What follows belongs to an exercise in optimizing a design on an open flow for small area, a short achievable clock period and few clock cycles per item; a production flow would make more cautious choices. At most, simulation tests tie the RTL to the original design; equivalence was not proved. Power is estimated from default activity; no workload was simulated.

## S
==> flow/design.v <==
`timescale 1ns/1ns
`default_nettype none
package pkt_comm_pkg;
	typedef logic [7:0] pkt_type_t;
	typedef logic [15:0] pkt_id_t;
	typedef logic [23:0] pkt_len_t;    
	typedef logic [31:0] checksum_t;
	typedef logic [15:0] out_word_t;   
	localparam pkt_type_t PKT_COMM_VERSION = 8'd2;
	localparam pkt_type_t PKT_TYPE_WORD_LIST = 8'd1;
	localparam pkt_type_t PKT_TYPE_CMP_CONFIG = 8'd3;
	localparam int PKT_MAX_TYPE = 6;
	localparam pkt_type_t OUTPKT_TYPE_CMP_RESULT = 8'hD4;
	localparam pkt_type_t OUTPKT_TYPE_PROCESSING_DONE = 8'hD2;
	localparam int ERR_INPKT_CHECKSUM = 0;    
	localparam int ERR_INPKT_LEN = 1;         
	localparam int ERR_INPKT_TYPE = 2;        
	localparam int ERR_PKT_VERSION = 3;       
	localparam int ERR_CMP_CONFIG = 7;        
	localparam int ERR_CMP_UNCONFIGURED = 0;  
endpackage
`default_nettype wire
`timescale 1ns/1ns
`default_nettype none
package cmp_pkg;
	localparam int HASH_ADDR_BITS_MAX = 16;
	typedef logic [31:0] hash_t;
	typedef logic [31:0] word_num_t;
	typedef logic [HASH_ADDR_BITS_MAX-1:0] hash_num_t;
endpackage
`default_nettype wire
`timescale 1ns/1ns
`default_nettype none
module md5crypt_cmp (
	input wire PKT_COMM_CLK,
	input wire rst_n,
	input wire [7:0] din,                    
	output logic rd_en,
	input wire empty,
	output logic [15:0] dout,                
	output logic wr_en,
	input wire full,
	output logic [7:0] pkt_comm_status,
	output logic [7:0] app_status
);
	localparam int H0 = 0;    
	localparam int H1 = 1;    
	localparam int HC = 2;    
	localparam int PY = 3;    
	localparam int PC = 4;    
	logic [3:0] ph;           
	logic [1:0] q;            
	logic rdy;
	logic nro;                
	logic [4:0] st;           
	logic e_ver, e_type, e_len, e_chk, e_cfg, e_unc;
	logic is_cfg;             
	logic [10:0] lenw;        
	logic lbad;               
	logic mism;               
	logic [31:0] sum;         
	logic cy;                 
	logic [9:0] ci;           
	logic [4:0] count;        
	logic cbad;
	logic wok;                
	logic last;               
	logic cfg_end;            
	logic [4:0] hc;           
	logic [31:0] tbl [16];    
	logic [15:0] mf;          
	logic fin;                
	logic hit;                
	logic done_pend;
	logic [7:0] d1;
	logic t_h0, t_h1, t_cs, t_py;
	logic busy;
	logic nbo;                
	logic [3:0] cnt;          
	logic c11;                
	logic odone;
	logic [15:0] oid;
	logic [10:0] oval;
	logic [3:0] ohn;
	assign rd_en = ~nro;
	wire take = rdy & ~empty;
	wire halt = e_ver | e_type | e_len | e_chk;
	wire l0 = ph[0];
	wire l1 = ph[1];
	wire l2 = ph[2];
	wire l3 = ph[3];
	wire m0 = ph[1];
	wire m1 = ph[2];
	wire m3 = ph[0];
	wire in_h0 = st[H0];
	wire in_h1 = st[H1];
	wire in_hc = st[HC];
	wire in_py = st[PY];
	wire in_pc = st[PC];
	wire in_cs = in_hc | in_pc;
	wire [10:0] ci_inc = {1'b0, ci} + 11'd1;
	wire byte_mm = (din ^ sum[7:0]) != 8'hFF;    
	wire ev = in_h0 & l0 & (din != 8'd2);
	wire et = in_h0 & l1 & (din != 8'd1) & (din != 8'd3);
	wire el = in_h1 & l2 & ((din != 8'd0) | lbad | (lenw == 11'd0) | (lenw[10] & (lenw[9:0] != 10'd0)));
	wire ec = in_cs & l3 & (mism | byte_mm);
	wire err_now = take & (ev | et | el | ec);
	wire pkt_end = take & in_pc & l3 & ~mism & ~byte_mm;
	wire adv = take & l3;    
	wire [4:0] st_n = {
		(in_pc & ~adv) | (in_py & adv & last),
		(in_py & ~(adv & last)) | (in_hc & adv),
		(in_hc & ~adv) | (in_h1 & adv),
		(in_h1 & ~adv) | (in_h0 & adv),
		(in_h0 & ~adv) | (in_pc & adv)};
	wire s1_cfg = t_py & is_cfg;
	wire s1_wl = t_py & ~is_cfg;
	wire cw = ci == 10'h3FF;                       
	wire wr_ok = s1_cfg & wok;                     
	logic [15:0] eq, we, mask;
	always_comb begin
		for (int i = 0; i < 16; i++) begin
			eq[i] = tbl[i][31:24] == d1;
			we[i] = wr_ok & (ci[3:0] == 4'(i));
			mask[i] = 5'(i) < hc;
		end
	end
	always_ff @(posedge PKT_COMM_CLK) begin
		for (int i = 0; i < 16; i++)
			tbl[i] <= {tbl[i][7:0], we[i] ? d1 : tbl[i][31:24], tbl[i][23:8]};
	end
	wire s1_add = t_h0 | t_h1 | t_py;
	wire [7:0] aa = t_h0 ? 8'h00 : sum[31:24];
	wire [7:0] ap = aa ^ d1;
	wire [7:0] ag = aa & d1;
	logic [8:0] ac;
	logic [7:0] gg, gp;
	always_comb begin
		gg[0] = ag[0];
		gp[0] = ap[0];
		for (int i = 1; i < 8; i++) begin
			gg[i] = ag[i] | (ap[i] & gg[i-1]);
			gp[i] = ap[i] & gp[i-1];
		end
		ac[0] = ~m0 & cy;
		for (int i = 1; i < 9; i++)
			ac[i] = gg[i-1] | (gp[i-1] & ac[0]);
	end
	wire [8:0] add = {ac[8], ap ^ ac[7:0]};
	wire [7:0] sum_2 = s1_add ? add[7:0] : t_cs ? 8'h00 : sum[31:24];
	always_ff @(posedge PKT_COMM_CLK) begin
		sum <= {sum[7:0], sum_2, sum[23:8]};
		if (s1_add)
			cy <= add[8];
		if (take & in_cs)
			mism <= (~l0 & mism) | byte_mm;
	end
	wire hitpend = fin & hit;
	wire ofin = c11 & ~full;                      
	wire ofree = ~busy | ofin;
	wire load_res = hitpend & ofree;
	wire done_now = ofree & ~hitpend & ~is_cfg;
	wire load_now = rdy & in_pc & l3 & done_now;
	wire load_pend = done_pend & ofree & ~hitpend;
	wire busy_n = load_res | load_pend | (pkt_end & done_now) | (busy & ~ofin);
	logic [15:0] mf_n;
	always_comb begin
		if (s1_wl)
			mf_n = (m0 ? mask : mf) & eq;
		else if (load_res)
			mf_n = 16'd0;
		else
			mf_n = mf;
	end
	logic [3:0] hn;
	always_comb begin
		hn = 4'd0;
		for (int i = 15; i >= 0; i--)
			if (mf[i]) hn = 4'(i);
	end
	wire allow_b2 = ~done_pend & ~hitpend & (~busy | (cnt >= 4'd5) | ((cnt == 4'd4) & ~full));
	wire s2 = (|mf_n) & busy & ~ofin;
	wire b2_stall = in_h0 & l1 & ~allow_b2;
	wire c0_take = l3 & ~is_cfg & (in_hc | (in_py & ~last));
	wire c0_wait = l3 & ~is_cfg & in_py;
	wire rdy_take = ~err_now & ~b2_stall & ~(c0_take & s2);
	wire rdy_wait = (q == 2'd1) & ~b2_stall & ~(c0_wait & s2);
	wire rdy_n = ~halt & (take ? rdy_take : rdy_wait);
	always_ff @(posedge PKT_COMM_CLK or negedge rst_n) begin
		if (!rst_n) begin
			ph <= 4'b1000;
			q <= 2'd1;
			rdy <= 1'b0;
			nro <= 1'b1;
			st <= 5'b00001;
			e_ver <= 1'b0;
			e_type <= 1'b0;
			e_len <= 1'b0;
			e_chk <= 1'b0;
			e_cfg <= 1'b0;
			e_unc <= 1'b0;
			hc <= 5'd0;
			fin <= 1'b0;
			done_pend <= 1'b0;
			busy <= 1'b0;
			nbo <= 1'b1;
			cfg_end <= 1'b0;
			t_h0 <= 1'b0;
			t_h1 <= 1'b0;
			t_cs <= 1'b0;
			t_py <= 1'b0;
		end else begin
			ph <= {ph[2:0], ph[3]};
			q <= take ? 2'd0 : q - 2'd1;
			st <= st_n;
			rdy <= rdy_n;
			nro <= ~rdy_n;
			if (take & ev) e_ver <= 1'b1;
			if (take & et) e_type <= 1'b1;
			if (take & el) e_len <= 1'b1;
			if (take & ec) e_chk <= 1'b1;
			cfg_end <= pkt_end & is_cfg;
			t_h0 <= take & in_h0;
			t_h1 <= take & in_h1;
			t_cs <= take & in_cs;
			t_py <= take & in_py;
			if (s1_cfg & cw & m1 & (cbad | (d1 != 8'd0)))
				e_cfg <= 1'b1;                      
			if (s1_cfg & ~cw & m3 & ~wok)
				e_cfg <= 1'b1;                      
			if (cfg_end) begin
				if (ci != {5'd0, count})
					e_cfg <= 1'b1;                  
				else if (!e_cfg)
					hc <= count;
			end
			if (s1_wl & m3) begin
				fin <= 1'b1;
				if (hc == 5'd0)
					e_unc <= 1'b1;
			end else if ((s1_wl & m0) | load_res)
				fin <= 1'b0;
			done_pend <= (done_pend & ~load_pend) | (pkt_end & ~is_cfg & ~done_now);
			busy <= busy_n;
			nbo <= ~busy_n;
		end
	end
	logic [9:0] ci_n;
	logic [4:0] count_n;
	logic cbad_n;
	always_comb begin
		ci_n = ci;
		if (take & in_hc)
			ci_n = 10'h3FF;
		else if (t_py & m3)
			ci_n = ci_inc[9:0];
		count_n = count;
		cbad_n = cbad;
		if (s1_cfg & cw & m0) begin
			count_n = d1[4:0];
			cbad_n = (d1 == 8'd0) | (d1 > 8'd16);
		end else if (s1_cfg & cw & m1)
			cbad_n = cbad | (d1 != 8'd0);
	end
	wire [10:0] psum = oval + {7'd0, ohn};
	logic [15:0] nxt;
	always_comb begin
		case (cnt)
		4'd0: nxt = oid;
		4'd1: nxt = 16'h0008;
		4'd3: nxt = odone ? 16'h2DF5 : 16'h2BF5;
		4'd4: nxt = ~oid;
		4'd5: nxt = {5'd0, oval};
		4'd7: nxt = {12'd0, ohn};
		4'd9: nxt = ~{5'd0, psum};
		4'd10: nxt = 16'hFFFF;
		default: nxt = 16'h0000;
		endcase
	end
	always_ff @(posedge PKT_COMM_CLK) begin
		d1 <= din;
		if (take & in_h0 & l1)
			is_cfg <= din[1];
		if (take & in_h0 & l2)
			oid[7:0] <= din;
		if (take & in_h0 & l3)
			oid[15:8] <= din;
		if (take & in_h1 & l0) begin
			lenw[5:0] <= din[7:2];
			lbad <= din[1:0] != 2'd0;
		end
		if (take & in_h1 & l1) begin
			lenw[10:6] <= din[4:0];
			lbad <= lbad | (din[7:5] != 3'd0);
		end
		ci <= ci_n;
		count <= count_n;
		cbad <= cbad_n;
		if (take & in_hc)
			wok <= 1'b0;
		else if (t_py & m3)
			wok <= cw ? ~cbad : wok & (ci_inc[4:0] != count);
		last <= (ci + 10'd2) == lenw[9:0];
		mf <= mf_n;
		hit <= |mf_n;
		if (load_res) begin
			odone <= 1'b0;
			oval <= {1'b0, ci};
			ohn <= hn;
			cnt <= 4'd0;
			c11 <= 1'b0;
			dout <= 16'hD402;
		end else if (load_now | load_pend) begin
			odone <= 1'b1;
			oval <= ci_inc;
			ohn <= 4'd0;
			cnt <= 4'd0;
			c11 <= 1'b0;
			dout <= 16'hD202;
		end else if (busy & ~full) begin
			cnt <= cnt + 4'd1;
			c11 <= cnt == 4'd10;
			dout <= nxt;
		end
	end
	assign wr_en = ~(nbo | full);
	assign pkt_comm_status = {e_cfg, 3'b000, e_ver, e_type, e_len, e_chk};
	assign app_status = {7'd0, e_unc};
endmodule
`default_nettype wire
Settings: LEC_CHECK=0, CAP_MARGIN=20, CORE_MARGIN=2, CORE_UTILIZATION=45, CTS_CLUSTER_DIAMETER=80, CTS_CLUSTER_SIZE=30, SETUP_SLACK_MARGIN=2.7, SLEW_MARGIN=20; clock period 5.0 ns.
run.sh (not shown) runs the stock make flow with config.mk's settings and CLKGATE_MAP_FILE= SYNTH_SCRIPT=/design/flow/synth_recipe.tcl, a recipe that flattens the netlist after the stock synthesis.
Testbench counts of S, summed over its fixed seeds: cycles 37,298, items 8,714.
--- input diff S..T ---
diff --git a/flow/design.v b/flow/design.v
--- a/flow/design.v
+++ b/flow/design.v
@@ -178,9 +178,9 @@
 		for (int i = 15; i >= 0; i--)
 			if (mf[i]) hn = 4'(i);
 	end
 	wire allow_b2 = ~done_pend & ~hitpend & (~busy | (cnt >= 4'd5) | ((cnt == 4'd4) & ~full));
-	wire s2 = (|mf_n) & busy & ~ofin;
+	wire s2 = hit & busy & ~ofin;    
 	wire b2_stall = in_h0 & l1 & ~allow_b2;
 	wire c0_take = l3 & ~is_cfg & (in_hc | (in_py & ~last));
 	wire c0_wait = l3 & ~is_cfg & in_py;
 	wire rdy_take = ~err_now & ~b2_stall & ~(c0_take & s2);
Findings:
Going from S to T, via count of the first global-routing pass shrinks by 324. Summary of T over S: post-synthesis share of cell area spent on full adders, half adders and majority gates was more or less identical, share of the yosys chip area belonging to registers went up by 0.30 points. Compared to S, T has area growth from synthesis to layout 0.88 points higher. Compared with S, T shows a synthesized netlist cell count that is 32 lower. Diff T and S: internal power component higher in T. Across both runs, depth of the critical timing path with buffers and inverters included was higher for T than for S. Final weighted congestion in routability-driven placement down 2.9% in T wrt S. The start point of the critical path comes out d1[0] in one run and oval[0] in the other, namely in S and T respectively.
For T, only the layout was checked, not whether the RTL still works.

-- re-timing with driven ports --
The results above use ideal ports. As a check the final layouts listed here were re-extracted and re-timed, cells and wires unchanged. Step 1 assumes that a clkbuf_16 drives the clock port and a buf_2 every other input. Step 2 also shifts input and output timing later by t, the mid clock arrival at the registers, as if the neighbouring blocks saw the same clock. Three values: ideal ports, drivers, drivers and shift; two values: the first two.
run	t, ns	slack for setup (ns)	hold slack, ns
S	0.660	2.649 / 2.632 / 2.070	0.308 / 0.308 / 0.308
T	0.669	2.655 / 2.637 / 2.052	0.296 / 0.296 / 0.296
After both steps setup and hold are still met in every run listed. For T, which loses most, drivers alone change the setup slack by -0.018 ns; drivers and shift together by -0.603 ns.
